Source: an optimization exercise on an open RTL-to-GDS flow (aim: small area). Production flows keep margins and buffers that such runs may drop.
In this exercise RTL edits were held to simulation tests only and were not proved equivalent to the original.
Power is estimated from default activity; no workload was simulated.

==> module deadline_timer_queue, before the edit <==
module deadline_timer_queue (
  input  logic                clk,
  input  logic                rst,
  input  logic                item_valid,
  output logic                item_stall,
  input  logic                kind,
  input  logic [TIME_W-1:0]   deadline,
  input  logic [HANDLE_W-1:0] handle,
  input  logic [TIME_W-1:0]   current_time,
  output logic                result_valid,
  input  logic                result_stall,
  output logic                status,
  output logic [HANDLE_W-1:0] out_handle,
  output logic [TIME_W-1:0]   out_deadline,
  output logic                last
);
  logic [TIME_W-1:0]   ring_dl [QUEUE_DEPTH];
  logic [HANDLE_W-1:0] ring_hd [QUEUE_DEPTH];
  logic                busy;      
  logic                kind_r;    
  logic                popm;      
  logic                ins;       
  logic                run;       
  logic                c1_r;      
  logic                c2_r;      
  logic [IDX_W-1:0]    k;
  logic [CNT_W-1:0]    count;
  logic [CNT_W-1:0]    n_exp;     
  logic [TIME_W-1:0]   x_dl;
  logic [HANDLE_W-1:0] x_hd;
  logic [TIME_W-1:0]   head_dl;
  logic [HANDLE_W-1:0] head_hd;
  logic                live;      
  logic                later;     
  logic                out_free;
  logic                accept;
  logic                full;
  logic                add_run;
  logic                swap;
  logic                pop;
  logic                tick_cnt;
  assign head_dl  = ring_dl[QUEUE_DEPTH-1];
  assign head_hd  = ring_hd[QUEUE_DEPTH-1];
  assign live     = ({1'b0, k} < count);
  assign later    = gt_chain(head_dl[47:32], x_dl[47:32], c2_r);
  assign full     = (count == CNT_W'(QUEUE_DEPTH));
  assign out_free = !result_valid || !result_stall;
  assign item_stall = busy || (k != IDX_W'(QUEUE_DEPTH - 3));
  assign accept     = item_valid && !item_stall;
  assign add_run  = busy && run && !kind_r && !result_valid;
  assign swap     = add_run && (ins || !live || later);
  assign tick_cnt = busy && run && kind_r && !popm;
  assign pop      = busy && kind_r && popm && (k == '0) && (n_exp != '0) && out_free;
  assign status       = !kind_r;
  assign last         = !kind_r || (n_exp == '0);
  assign out_deadline = x_dl;
  assign out_handle   = x_hd;
  function automatic logic gt_chain(input logic [15:0] a, input logic [15:0] b,
                                    input logic cin);
    reg c;
    c = cin;
    for (int i = 0; i < 16; i++) begin
      c = (a[i] & ~b[i]) | ((a[i] | ~b[i]) & c);
    end
    gt_chain = c;
  endfunction
  always_ff @(posedge clk) begin
    c1_r <= gt_chain(ring_dl[QUEUE_DEPTH-3][15:0], x_dl[15:0], 1'b0);
    c2_r <= gt_chain(ring_dl[QUEUE_DEPTH-2][31:16], x_dl[31:16], c1_r);
  end
  always_ff @(posedge clk) begin
    for (int i = 1; i < QUEUE_DEPTH; i++) begin
      ring_dl[i] <= ring_dl[i-1];
      ring_hd[i] <= ring_hd[i-1];
    end
    ring_dl[0] <= swap ? x_dl : head_dl;
    ring_hd[0] <= swap ? x_hd : head_hd;
  end
  logic [1:0] xsel;
  assign xsel = accept ? {1'b1, kind} : {1'b0, swap || pop};
  always_ff @(posedge clk) begin
    x_dl <= ({TIME_W{xsel == 2'd0}} & x_dl) | ({TIME_W{xsel == 2'd1}} & head_dl) |
            ({TIME_W{xsel == 2'd2}} & deadline) | ({TIME_W{xsel == 2'd3}} & current_time);
    x_hd <= ({HANDLE_W{xsel == 2'd0}} & x_hd) | ({HANDLE_W{xsel == 2'd1}} & head_hd) |
            ({HANDLE_W{xsel[1]}} & handle);
  end
  always_ff @(posedge clk) begin
    if (accept) begin
      kind_r <= kind;
      ins    <= 1'b0;
      run    <= 1'b0;
      popm   <= 1'b0;
      n_exp  <= '0;
    end else begin
      if (swap) begin
        ins <= 1'b1;
      end
      if (k == IDX_W'(QUEUE_DEPTH - 1)) begin
        run <= 1'b1;
      end
      if (tick_cnt) begin
        if (live && !later) begin
          n_exp <= n_exp + CNT_W'(1);
        end
        if (k == IDX_W'(QUEUE_DEPTH - 1)) begin
          popm <= 1'b1;
        end
      end
      if (pop) begin
        n_exp <= n_exp - CNT_W'(1);
      end
    end
  end
  always_ff @(posedge clk) begin
    if (rst) begin
      busy         <= 1'b0;
      result_valid <= 1'b0;
      count        <= '0;
      k            <= '0;
    end else begin
      if (!pop) begin
        k <= k + IDX_W'(1);
      end
      if (accept) begin
        busy <= 1'b1;
        if (!kind && full) begin
          result_valid <= 1'b1;
        end
      end else if (busy) begin
        if (!kind_r) begin
          if (result_valid) begin
            if (!result_stall) begin
              result_valid <= 1'b0;
              busy         <= 1'b0;
            end
          end else if (run && !live) begin
            count <= count + CNT_W'(1);
            busy  <= 1'b0;
          end
        end else if (pop) begin
          result_valid <= 1'b1;
          count        <= count - CNT_W'(1);
        end else if (popm && out_free) begin
          result_valid <= 1'b0;
          if (n_exp == '0) begin
            busy <= 1'b0;
          end
        end
      end
    end
  end
endmodule
Settings: LEC_CHECK=0, CAP_MARGIN=20, CORE_MARGIN=2, CORE_UTILIZATION=70, SLEW_MARGIN=20; clock period 8.0 ns.
standard.sh (not shown) runs the stock make flow with config.mk's settings and CLKGATE_MAP_FILE= SYNTH_SCRIPT=/design/flow/synth_recipe.tcl, a recipe that flattens the netlist after the stock synthesis.
==> flow/flow/run.sh <==
#!/bin/bash
# The standard layout (standard.sh: ORFS synthesis to finish), with two changes:
#  * ports are buffered with sky130_fd_sc_hd__buf_1 instead of the flow's pick;
#  * the clock tree uses clkbuf_8 with sink clusters of at most 20 flip-flops
#    (60 um across) and no dummy loads.
# make's full output goes to standard.log here; ORFS's per-step logs stay under orfs/logs.
set -euo pipefail
export BUFFER_PORTS_ARGS="-buffer_cell sky130_fd_sc_hd__buf_1"
export CTS_ARGS="-sink_clustering_enable -repair_clock_nets -dont_use_dummy_load -buf_list sky130_fd_sc_hd__clkbuf_8 -sink_clustering_size 20 -sink_clustering_max_diameter 60"
bash standard.sh > standard.log 2>&1
The starting point went through all stages and came out clean.
Edit:
--- a/flow/design.v
+++ b/flow/design.v
@@ -61,8 +61,6 @@
   assign swap     = add_run && (ins || !live || later);
   assign tick_cnt = busy && run && kind_r && !popm;
   assign pop      = busy && kind_r && popm && (k == '0) && (n_exp != '0) && out_free;
-  assign status       = !kind_r;
-  assign last         = !kind_r || (n_exp == '0);
   assign out_deadline = x_dl;
   assign out_handle   = x_hd;
   function automatic logic gt_chain(input logic [15:0] a, input logic [15:0] b,
@@ -101,6 +99,8 @@
       run    <= 1'b0;
       popm   <= 1'b0;
       n_exp  <= '0;
+      status <= 1'b1;
+      last   <= 1'b1;
     end else begin
       if (swap) begin
         ins <= 1'b1;
@@ -117,7 +117,9 @@
         end
       end
       if (pop) begin
-        n_exp <= n_exp - CNT_W'(1);
+        n_exp  <= n_exp - CNT_W'(1);
+        status <= 1'b0;
+        last   <= (n_exp == CNT_W'(1));
       end
     end
   end
Total power stays flat.
Cell area went up slightly.
Clock power is about the same.
Cell count barely changes.
Sequential share of layout area went down by 0.36 points.
Hold slack gets better by 38 ps.
Global-route usage went up by 0.24 points.
Non-clock buffer count is unchanged.
Wire length went up slightly.
First-iteration DRC count went down by roughly a tenth.
Sequential power stays flat.
Synthesized area went up slightly.

## re-timing with driven ports
Ports are ideal in the flow. The routed layouts listed here were re-timed in OpenROAD.
Step 1 (the two cells are an assumption about what drives the block):
set clk [get_ports {clk}]
set_driving_cell -lib_cell sky130_fd_sc_hd__clkbuf_16 $clk
set_driving_cell -lib_cell sky130_fd_sc_hd__buf_2 [delete_from_list [all_inputs] $clk]
Step 2, shift: input delay + t, output delay - t, t = (earliest + latest rising clock arrival at the registers) / 2. This alone moves slack from input paths to output paths.
a / b / c = ideal ports / drivers / drivers and shift; a / b = the first two.
run | t, ns | setup slack, ns | worst setup path after step 2 | latest minus earliest clock arrival (ns) | slew at the worst register clock pin (ns)
the first run | 0.629 | 3.954 / 3.967 / 3.338 | input to register | 0.080 / 0.080 | 0.12 / 0.12
the second run | 0.657 | 4.268 / 4.268 / 4.265 | input to register | 0.043 / 0.043 | 0.11 / 0.11
After both steps every run listed still meets setup and hold. The setup slack of the first run, which loses most, moves by +0.013 ns with the drivers and by -0.616 ns with both steps.
